This is an optimization exercise on Yosys and OpenROAD, whose aim is small area, not a production implementation.
Function was checked by simulation only, so behaviour that the tests miss may differ from the original.
Power and IR drop assume default switching activity.

// load_queue
module load_queue (
    input  logic        clk,
    input  logic        rst,
    input  logic        flsh,
    input  logic [4:0]  mis_pred_ld_ptr,
    input  logic [4:0]  cmmt_ld_ptr,
    input  logic [31:0] indx_ld_al,
    input  logic        mem_rd,
    input  logic [5:0]  indx_ls,
    input  logic [15:0] addr_ls,
    input  logic [5:0]  phy_addr_ld_in,
    input  logic        ld_grnt,
    input  logic        done,
    input  logic [15:0] data_ca,
    input  logic        fwd,
    input  logic        fwd_rdy,
    input  logic [15:0] data_sq,
    output logic        stll,
    output logic        ld_req,
    output logic [15:0] addr,
    output logic [5:0]  phy_addr_ld,
    output logic [5:0]  indx_ld,
    output logic [6:0]  indx_fwd,
    output logic [15:0] data_ld,
    output logic        vld_ld,
    output logic        reg_wrt_ld
);
Size: ~170 I/O pins, about 0.029 mm2 of cells after synthesis.
export LEC_CHECK = 0
export CAP_MARGIN = 20
export CORE_MARGIN = 2
export CORE_UTILIZATION = 60
export SLEW_MARGIN = 20
create_clock -name core_clock -period 10.0 [get_ports {clk}]
standard.sh (not shown) runs the stock make flow with config.mk's settings and CLKGATE_MAP_FILE= SYNTH_SCRIPT=/design/flow/synth_recipe.tcl, a recipe that flattens the netlist after the stock synthesis.
==> flow/flow/run.sh <==
#!/bin/bash
# Own layout flow: the standard ORFS flow with
#  - the standard synthesis script, except that ABC maps for area (flow/abc_area.script)
#    and the entry storage module (lq_entry) is mapped on its own before the
#    design is flattened, so that its enable and inverted-enable inputs stay
#    separate signals for ABC
#  - port buffers of the smallest buffer cell, and only small buffers (buf_1, buf_2) for repair
#  - CTS with clusters of up to 18 sinks on clkbuf_8 and no dummy loads
#  - a 25% repair margin for the repair on global-route parasitics
set -euo pipefail
here=$(pwd)
export MY_ABC_SCRIPT=$here/flow/abc_area.script
export SYNTH_KEEP_MODULES=lq_entry
export BUFFER_PORTS_ARGS="-buffer_cell sky130_fd_sc_hd__buf_1"
export CTS_ARGS="-sink_clustering_enable -repair_clock_nets -dont_use_dummy_load -buf_list sky130_fd_sc_hd__clkbuf_8 -sink_clustering_size 18 -sink_clustering_max_diameter 60"
for s in FLOORPLAN GLOBAL_PLACE RESIZE DETAIL_PLACE REPAIR_TIMING_POST_PLACE CTS; do export PRE_${s}_TCL=$here/flow/dont_use.tcl; done
export PRE_GLOBAL_ROUTE_TCL=$here/flow/grt.tcl
bash standard.sh SYNTH_SCRIPT=$here/flow/synth_custom.tcl finish > $here/flow_make.log 2>&1
==> flow/flow/abc_area.script <==
&get -n
&st
&dc2
&dc2
&syn2
&dch -f
&nf -a -E 100 -R 1000
&st
&dc2
&dch -f
&nf -a -E 100 -R 1000
&put
==> flow/flow/dont_use.tcl <==
# Repair buffers: only the small buf_1 / buf_2
set_dont_use [get_lib_cells {sky130_fd_sc_hd__buf_4 sky130_fd_sc_hd__buf_6 sky130_fd_sc_hd__buf_8 sky130_fd_sc_hd__buf_12 sky130_fd_sc_hd__buf_16 sky130_fd_sc_hd__clkdlybuf4s* sky130_fd_sc_hd__dlygate4sd* sky130_fd_sc_hd__dlymetal6s*}]
==> flow/flow/grt.tcl <==
# Before global routing: small repair buffers only, and a wider repair margin
# for the repair that runs on global-route parasitics, which read lower than
# the extracted parasitics of the routed layout
source [file join [file dirname [info script]] dont_use.tcl]
set ::env(CAP_MARGIN) 25
set ::env(SLEW_MARGIN) 25
==> flow/flow/synth_custom.tcl <==
proc synth {args} { yosys synth -nofsm -noshare {*}$args }
set my_fh [open $::env(SCRIPTS_DIR)/synth.tcl]
set my_body [read $my_fh]
close $my_fh
set my_hook {source $::env(SCRIPTS_DIR)/synth_preamble.tcl}
set my_body [string map [list $my_hook "$my_hook\nset abc_args \[lreplace \$abc_args 1 1 \$::env(MY_ABC_SCRIPT)\]"] $my_body]
eval $my_body
# left out here: clear keep_hierarchy, flatten, clean up, hide names made inside functions, write 1_2_yosys.v
The first run ran to the end with no violations.
Next try:
==> flow/flow/run.sh (replaced) <==
#!/bin/bash
# Own layout flow: the standard ORFS flow with
#  - the standard synthesis script, except that ABC maps for area (flow/abc_area.script)
#    and the entry storage module (lq_entry) is mapped on its own before the
#    design is flattened, so that its enable and inverted-enable inputs stay
#    separate signals for ABC
#  - port buffers of the smallest buffer cell, and repair buffers of that size only
#  - CTS with small clusters of clkbuf_8 and no dummy loads
set -euo pipefail
here=$(pwd)
export MY_ABC_SCRIPT=$here/flow/abc_area.script
export SYNTH_KEEP_MODULES=lq_entry
export BUFFER_PORTS_ARGS="-buffer_cell sky130_fd_sc_hd__buf_1"
export CTS_ARGS="-sink_clustering_enable -repair_clock_nets -dont_use_dummy_load -buf_list sky130_fd_sc_hd__clkbuf_8 -sink_clustering_size 16 -sink_clustering_max_diameter 60"
for s in FLOORPLAN GLOBAL_PLACE RESIZE DETAIL_PLACE REPAIR_TIMING_POST_PLACE CTS GLOBAL_ROUTE; do export PRE_${s}_TCL=$here/flow/dont_use.tcl; done
bash standard.sh SYNTH_SCRIPT=$here/flow/synth_custom.tcl finish > $here/flow_make.log 2>&1
==> flow/flow/abc_area.script (replaced) <==
&get -n
&st
&dc2
&dc2
&syn2
&dch -f
&nf -a -E 100 -R 1000
&put
removed: flow/flow/grt.tcl
After rerunning: Combinational power fell by a few percent; synthesized cell count is higher slightly; die area barely changes.
Next try:
CAP_MARGIN = 10   (was 20)
SLEW_MARGIN = 10   (was 20)
Result: The new run finished but failed the layout checks on capacitance limit, slew limit. Setup slack is worse by 0.038 ns. Clock-buffer cell count does not change. Wire length barely changes. Core utilization is lower by 0.26 points. Synthesized cell count is unchanged. Area after synthesis is unchanged. Sequential share of layout area rose by 0.19 points.

========
load_queue, a different RTL version from the one above (not shown whole).
Size: about 770 flip-flops.
// load_queue
module load_queue (
    input  logic        clk,
    input  logic        rst,
    input  logic        flsh,
    input  logic [4:0]  mis_pred_ld_ptr,
    input  logic [4:0]  cmmt_ld_ptr,
    input  logic [31:0] indx_ld_al,
    input  logic        mem_rd,
    input  logic [5:0]  indx_ls,
    input  logic [15:0] addr_ls,
    input  logic [5:0]  phy_addr_ld_in,
    input  logic        ld_grnt,
    input  logic        done,
    input  logic [15:0] data_ca,
    input  logic        fwd,
    input  logic        fwd_rdy,
    input  logic [15:0] data_sq,
    output logic        stll,
    output logic        ld_req,
    output logic [15:0] addr,
    output logic [5:0]  phy_addr_ld,
    output logic [5:0]  indx_ld,
    output logic [6:0]  indx_fwd,
    output logic [15:0] data_ld,
    output logic        vld_ld,
    output logic        reg_wrt_ld
);
    localparam int D = 24;
    logic [4:0] head, tail, tail_inc, tail_nxt;
    logic       full, full_nxt;
    logic [3:0] v;           
    logic       lanes_ok;    
    logic [3:0] a;           
    logic [2:0] n;
    always_comb begin
  ...
make LEC_CHECK=0 CAP_MARGIN=20 CORE_MARGIN=2 CORE_UTILIZATION=40 SLEW_MARGIN=20 finish   # period 10.0 ns
run.sh (not shown) runs the stock make flow with config.mk's settings and CLKGATE_MAP_FILE= SYNTH_SCRIPT=/design/flow/synth_recipe.tcl, a recipe that flattens the netlist after the stock synthesis.
Stock flow here: none of the scripts above is used.
Then changed:
Settings changed: CAP_MARGIN 20 to 0, CORE_UTILIZATION 40 to 60, CTS_BUF_LIST set to sky130_fd_sc_hd__clkbuf_4, SLEW_MARGIN 20 to 0.
Result: Non-clock buffer count shrinks by 6; core utilization goes up by 23 points; via count came out higher by a few percent; worst setup slack is worse by 0.34 ns; synthesized cell count stays the same; synthesized area stays the same; clock-buffer cell count grows by 180; global-route usage rose by 11 points; routed wire length drops by a few percent; hold slack is worse by 0.016 ns; power is lower by a few percent.
Then changed:
Settings changed: CTS_BUF_LIST sky130_fd_sc_hd__clkbuf_4 to sky130_fd_sc_hd__clkbuf_8, CTS_CLUSTER_DIAMETER set to 60, CTS_CLUSTER_SIZE set to 16.
Effect: The new run produced a clean layout. Via count goes down by 4.3%. Worst hold slack is better by 0.012 ns. Total power goes down by 11%. Die area does not change. Synthesized cell count does not change.
Then changed:
==> flow/flow/run.sh (new file) <==
#!/bin/bash
# Own layout flow: the standard ORFS flow with
#  - the standard synthesis script, except that ABC maps for area (flow/abc_area.script)
#  - port buffers of the smallest buffer cell
#  - CTS with small clusters of clkbuf_8 and no dummy loads
set -euo pipefail
here=$(pwd)
export MY_ABC_SCRIPT=$here/flow/abc_area.script
export BUFFER_PORTS_ARGS="-buffer_cell sky130_fd_sc_hd__buf_1"
export CTS_ARGS="-sink_clustering_enable -repair_clock_nets -dont_use_dummy_load -buf_list sky130_fd_sc_hd__clkbuf_8 -sink_clustering_size 16 -sink_clustering_max_diameter 60"
bash standard.sh SYNTH_SCRIPT=$here/flow/synth_custom.tcl finish > $here/flow_make.log 2>&1
==> flow/flow/abc_area.script (new file) <==
&get -n
&st
&dch
&nf -a
&put
==> flow/flow/synth_custom.tcl (new file) <==
proc synth {args} { yosys synth -nofsm -noshare {*}$args }
set my_fh [open $::env(SCRIPTS_DIR)/synth.tcl]
set my_body [read $my_fh]
close $my_fh
set my_hook {source $::env(SCRIPTS_DIR)/synth_preamble.tcl}
set my_body [string map [list $my_hook "$my_hook\nset abc_args \[lreplace \$abc_args 1 1 \$::env(MY_ABC_SCRIPT)\]"] $my_body]
eval $my_body
# left out here: clear keep_hierarchy, flatten, clean up, hide names made inside functions, write 1_2_yosys.v
==> flow/standard.sh (new file) <==
#!/bin/bash
# synth_recipe.tcl (not shown) runs the flow's synth.tcl, then flattens the netlist and writes it again
# the make line also repeats each setting of config.mk as NAME=value (left out here)
make -C /OpenROAD-flow-scripts/flow DESIGN_CONFIG=/design/flow/config.mk WORK_HOME=/design/flow/orfs CLKGATE_MAP_FILE= SYNTH_SCRIPT=/design/flow/synth_recipe.tcl "${@:-finish}"
Settings changed: CTS_BUF_LIST sky130_fd_sc_hd__clkbuf_8 to not set, CTS_CLUSTER_DIAMETER 60 to not set, CTS_CLUSTER_SIZE 16 to not set.
removed: flow/run.sh
Outcome:
- total power is lower by 5.7%
- area after synthesis goes down by 2.4%
- first-iteration DRC count went up by 7.4%
- via count is lower by 2.6%
- setup slack got worse by 1.0 ns
- critical path depth came out higher by 10
- global-route usage shrinks by 1.9 points
- die area is lower by 2.4%
Then changed:
==> flow/run.sh (new file) <==
#!/bin/bash
# synth_recipe.tcl (not shown) runs the flow's synth.tcl, then flattens the netlist and writes it again
# the make line also repeats each setting of config.mk as NAME=value (left out here)
make -C /OpenROAD-flow-scripts/flow DESIGN_CONFIG=/design/flow/config.mk WORK_HOME=/design/flow/orfs CLKGATE_MAP_FILE= SYNTH_SCRIPT=/design/flow/synth_recipe.tcl finish
Settings changed: CTS_BUF_LIST set to sky130_fd_sc_hd__clkbuf_16, CTS_CLUSTER_DIAMETER set to 80, CTS_CLUSTER_SIZE set to 22.
removed: flow/flow/run.sh
removed: flow/flow/abc_area.script
removed: flow/flow/synth_custom.tcl
removed: flow/standard.sh
=> Die area rises by 2.4%. Register-to-register slack gets better by 1.9 ns. Clock power came out higher by about 33%. Cell count went up by about 0.5%. Non-clock buffer count goes up by 4. Global-route usage is higher by 1.8 points. Via count came out higher by about 1.8%. Core utilization went up by 2.0 points.

========
run 1:
RTL: one of the versions met above, not the one the previous note started from.
Size: roughly 760 flip-flops, roughly 170 I/O pins, about 29,000 sq um of cells after synthesis.
==> flow/config.mk <==
export PLATFORM = sky130hd
export DESIGN_NAME = load_queue
export DESIGN_NICKNAME = load_queue
export VERILOG_FILES = /design/flow/design.v
export SDC_FILE = /design/flow/constraint.sdc
export NUM_CORES = 4
export LEC_CHECK = 0
export CAP_MARGIN = 20
export CORE_MARGIN = 2
export CORE_UTILIZATION = 60
export SLEW_MARGIN = 20
==> flow/constraint.sdc <==
create_clock -name core_clock -period 10.0 [get_ports {clk}]
set_input_delay 2.0000 -clock core_clock [delete_from_list [all_inputs] [get_ports {clk}]]
set_output_delay 2.0000 -clock core_clock [all_outputs]
set_load 0.01 [all_outputs]
standard.sh (not shown) runs the stock make flow with config.mk's settings and CLKGATE_MAP_FILE= SYNTH_SCRIPT=/design/flow/synth_recipe.tcl, a recipe that flattens the netlist after the stock synthesis.
==> flow/flow/run.sh <==
#!/bin/bash
# Own layout flow: the standard ORFS flow with
#  - the standard synthesis script, except that ABC maps for area (flow/abc_area.script)
#    and the entry storage module (lq_entry) is mapped on its own before the
#    design is flattened, so that its enable and inverted-enable inputs stay
#    separate signals for ABC
#  - port buffers of the smallest buffer cell, and only small buffers (buf_1, buf_2) for repair
#  - CTS with clusters of up to 18 sinks on clkbuf_8 and no dummy loads
#  - a 40% repair margin for the repair on global-route parasitics
set -euo pipefail
here=$(pwd)
export MY_ABC_SCRIPT=$here/flow/abc_area.script
export SYNTH_KEEP_MODULES=lq_entry
export BUFFER_PORTS_ARGS="-buffer_cell sky130_fd_sc_hd__buf_1"
export CTS_ARGS="-sink_clustering_enable -repair_clock_nets -dont_use_dummy_load -buf_list sky130_fd_sc_hd__clkbuf_8 -sink_clustering_size 18 -sink_clustering_max_diameter 60"
for s in FLOORPLAN GLOBAL_PLACE RESIZE DETAIL_PLACE REPAIR_TIMING_POST_PLACE CTS; do export PRE_${s}_TCL=$here/flow/dont_use.tcl; done
export PRE_GLOBAL_ROUTE_TCL=$here/flow/grt.tcl
bash standard.sh SYNTH_SCRIPT=$here/flow/synth_custom.tcl finish > $here/flow_make.log 2>&1
==> flow/flow/abc_area.script <==
&get -n
&st
&dc2
&dc2
&syn2
&dch -f
&nf -a -E 100 -R 1000
&st
&dc2
&dch -f
&nf -a -E 100 -R 1000
&put
==> flow/flow/grt.tcl <==
# Before global routing: small repair buffers only, and a wider repair margin
# for the repair that runs on global-route parasitics, which read lower than
# the extracted parasitics of the routed layout
source [file join [file dirname [info script]] dont_use.tcl]
set ::env(CAP_MARGIN) 40
set ::env(SLEW_MARGIN) 40
==> flow/flow/synth_custom.tcl <==
proc synth {args} { yosys synth -nofsm -noshare {*}$args }
set my_fh [open $::env(SCRIPTS_DIR)/synth.tcl]
set my_body [read $my_fh]
close $my_fh
set my_hook {source $::env(SCRIPTS_DIR)/synth_preamble.tcl}
set my_body [string map [list $my_hook "$my_hook\nset abc_args \[lreplace \$abc_args 1 1 \$::env(MY_ABC_SCRIPT)\]"] $my_body]
eval $my_body
# left out here: clear keep_hierarchy, flatten, clean up, hide names made inside functions, write 1_2_yosys.v
Scripts as last shown in full above: flow/flow/dont_use.tcl
Run 1 went all the way through synthesis, placement and routing and the layout is clean on timing, DRC and antenna.
For run 2, these inputs were changed with respect to run 1:
-- flow/flow/run.sh --
<<< run 1, line 7
#  - port buffers of the smallest buffer cell, and only small buffers (buf_1, buf_2) for repair
#  - CTS with clusters of up to 18 sinks on clkbuf_8 and no dummy loads
#  - a 40% repair margin for the repair on global-route parasitics
set -euo pipefail
here=$(pwd)
>>> run 2, line 7
#  - port buffers of the smallest buffer cell, and only small buffers (buf_1, buf_2) for repair
#  - CTS with clusters of up to 18 sinks on clkbuf_8 and no dummy loads
#  - a 30% repair margin for the repair on global-route parasitics
set -euo pipefail
here=$(pwd)
==> flow/flow/grt.tcl <==
# Before global routing: small repair buffers only, and a wider repair margin
# for the repair that runs on global-route parasitics, which read lower than
# the extracted parasitics of the routed layout
source [file join [file dirname [info script]] dont_use.tcl]
set ::env(CAP_MARGIN) 30
set ::env(SLEW_MARGIN) 30
--- outcome ---
- Run 2 ended with every stage complete and zero timing, DRC or antenna violations.
- Taking run 1 as the reference, in run 2 power per cell area now larger, part of the total power dissipated in the clock network comparable.
- Summary: post-route standard cell area excluding fillers, run 2 better than run 1
- Compared to run 1, run 2 has shortest clock period the worst path allows after layout 0.023 ns lower.
- Re die area: no difference whatsoever between run 2 and run 1.
- Going from run 1 to run 2, largest vdd supply drop rose by about 6%; fmax now sits at about the same level; final wirelength went down by 0.34%.
Relative to run 2, the following input files were edited for run 3:
==> flow/flow/run.sh <==
#!/bin/bash
# Own layout flow: the standard ORFS flow with
#  - the standard synthesis script, except that ABC maps for area (flow/abc_area.script)
#    and the entry storage module (lq_entry) is mapped on its own before the
#    design is flattened, so that its enable and inverted-enable inputs stay
#    separate signals for ABC
#  - port buffers of the smallest buffer cell, and only small buffers (buf_1, buf_2) for repair
#  - CTS with small clusters of clkbuf_8 and no dummy loads
set -euo pipefail
here=$(pwd)
export MY_ABC_SCRIPT=$here/flow/abc_area.script
export SYNTH_KEEP_MODULES=lq_entry
export BUFFER_PORTS_ARGS="-buffer_cell sky130_fd_sc_hd__buf_1"
export CTS_ARGS="-sink_clustering_enable -repair_clock_nets -dont_use_dummy_load -buf_list sky130_fd_sc_hd__clkbuf_8 -sink_clustering_size 16 -sink_clustering_max_diameter 60"
for s in FLOORPLAN GLOBAL_PLACE RESIZE DETAIL_PLACE REPAIR_TIMING_POST_PLACE CTS GLOBAL_ROUTE; do export PRE_${s}_TCL=$here/flow/dont_use.tcl; done
bash standard.sh SYNTH_SCRIPT=$here/flow/synth_custom.tcl finish > $here/flow_make.log 2>&1
==> flow/flow/abc_area.script <==
&get -n
&st
&dc2
&dc2
&syn2
&dch -f
&nf -a -E 100 -R 1000
&put
removed: flow/flow/grt.tcl
Notes after the runs:
Lower synthesized cell count was reported by run 2, not run 3.
Looking only at final non-filler cell total, and setting everything else aside, the lower value of run 2 and run 3 goes to run 2.
Looking at diode insertion count for antenna repair, run 3 sits 3 above run 2.
Run 3 against run 2: total placed cells including tap cells increased 44, final period demand of the worst path decreased 0.040 ns.
| combinational fraction of design power | run 3 vs run 2 | 1.0 points lower |
On run 3: largest stage delay on the critical path is 0.09 ns higher than what run 2 gave.
The final area was comparable across run 2 and run 3.
Between run 2 and run 3, number of vias in the routed layout is lower for run 3, run 2 comes in above that.
Between run 2 and run 3, the difference in met2 wirelength from detailed routing is negligible.

## static timing again, ports no longer ideal
Ports are ideal in the flow. The routed layouts listed here were re-timed in OpenROAD. Step 1 (the two cells are an assumption about what drives the block):
set clk [get_ports {clk}]
set_driving_cell -lib_cell sky130_fd_sc_hd__clkbuf_16 $clk
set_driving_cell -lib_cell sky130_fd_sc_hd__buf_2 [delete_from_list [all_inputs] $clk]
Step 2, shift: input delay + t, output delay - t, t = (earliest + latest rising clock arrival at the registers) / 2. This alone moves slack from input paths to output paths. Three values: ideal, step 1, step 2; two values: the first two.
run | t, ns | slack for setup (ns) | worst hold slack (ns) | slew at the worst register clock pin (ns) | worst data-port slew with drivers (ns)
the first run of note 1 | 0.779 | 1.775 / 1.812 / 1.032 | 0.453 / 0.453 / 0.453 | 0.12 / 0.12 | 0.04
the second run of note 1 | 0.771 | 1.797 / 1.834 / 1.063 | 0.455 / 0.455 / 0.455 | 0.11 / 0.11 | 0.05
the third run of note 1 | 0.781 | 1.759 / 1.797 / 1.016 | 0.452 / 0.452 / 0.452 | 0.11 / 0.11 | 0.04
the first run of note 2 | 0.694 | 4.488 / 4.531 / 3.837 | 0.545 / 0.545 / 0.545 | 0.06 / 0.06 | 0.14
the second run of note 2 | 1.075 | 4.149 / 4.092 / 3.906 | 0.528 / 0.528 / 0.528 | 0.08 / 0.08 | 0.09
the third run of note 2 | 0.773 | 4.384 / 4.325 / 3.854 | 0.540 / 0.540 / 0.540 | 0.11 / 0.11 | 0.09
the fourth run of note 2 | 0.736 | 3.336 / 3.376 / 2.640 | 0.556 / 0.556 / 0.556 | 0.11 / 0.11 | 0.09
the fifth run of note 2 | 0.656 | 4.539 / 4.478 / 3.923 | 0.536 / 0.536 / 0.536 | 0.10 / 0.10 | 0.09
run 1 | 0.777 | 1.734 / 1.769 / 0.992 | 0.451 / 0.451 / 0.451 | 0.12 / 0.12 | 0.04
run 2 | 0.778 | 1.757 / 1.794 / 1.015 | 0.454 / 0.454 / 0.454 | 0.12 / 0.12 | 0.04
run 3 | 0.771 | 1.797 / 1.834 / 1.063 | 0.455 / 0.455 / 0.455 | 0.11 / 0.11 | 0.05
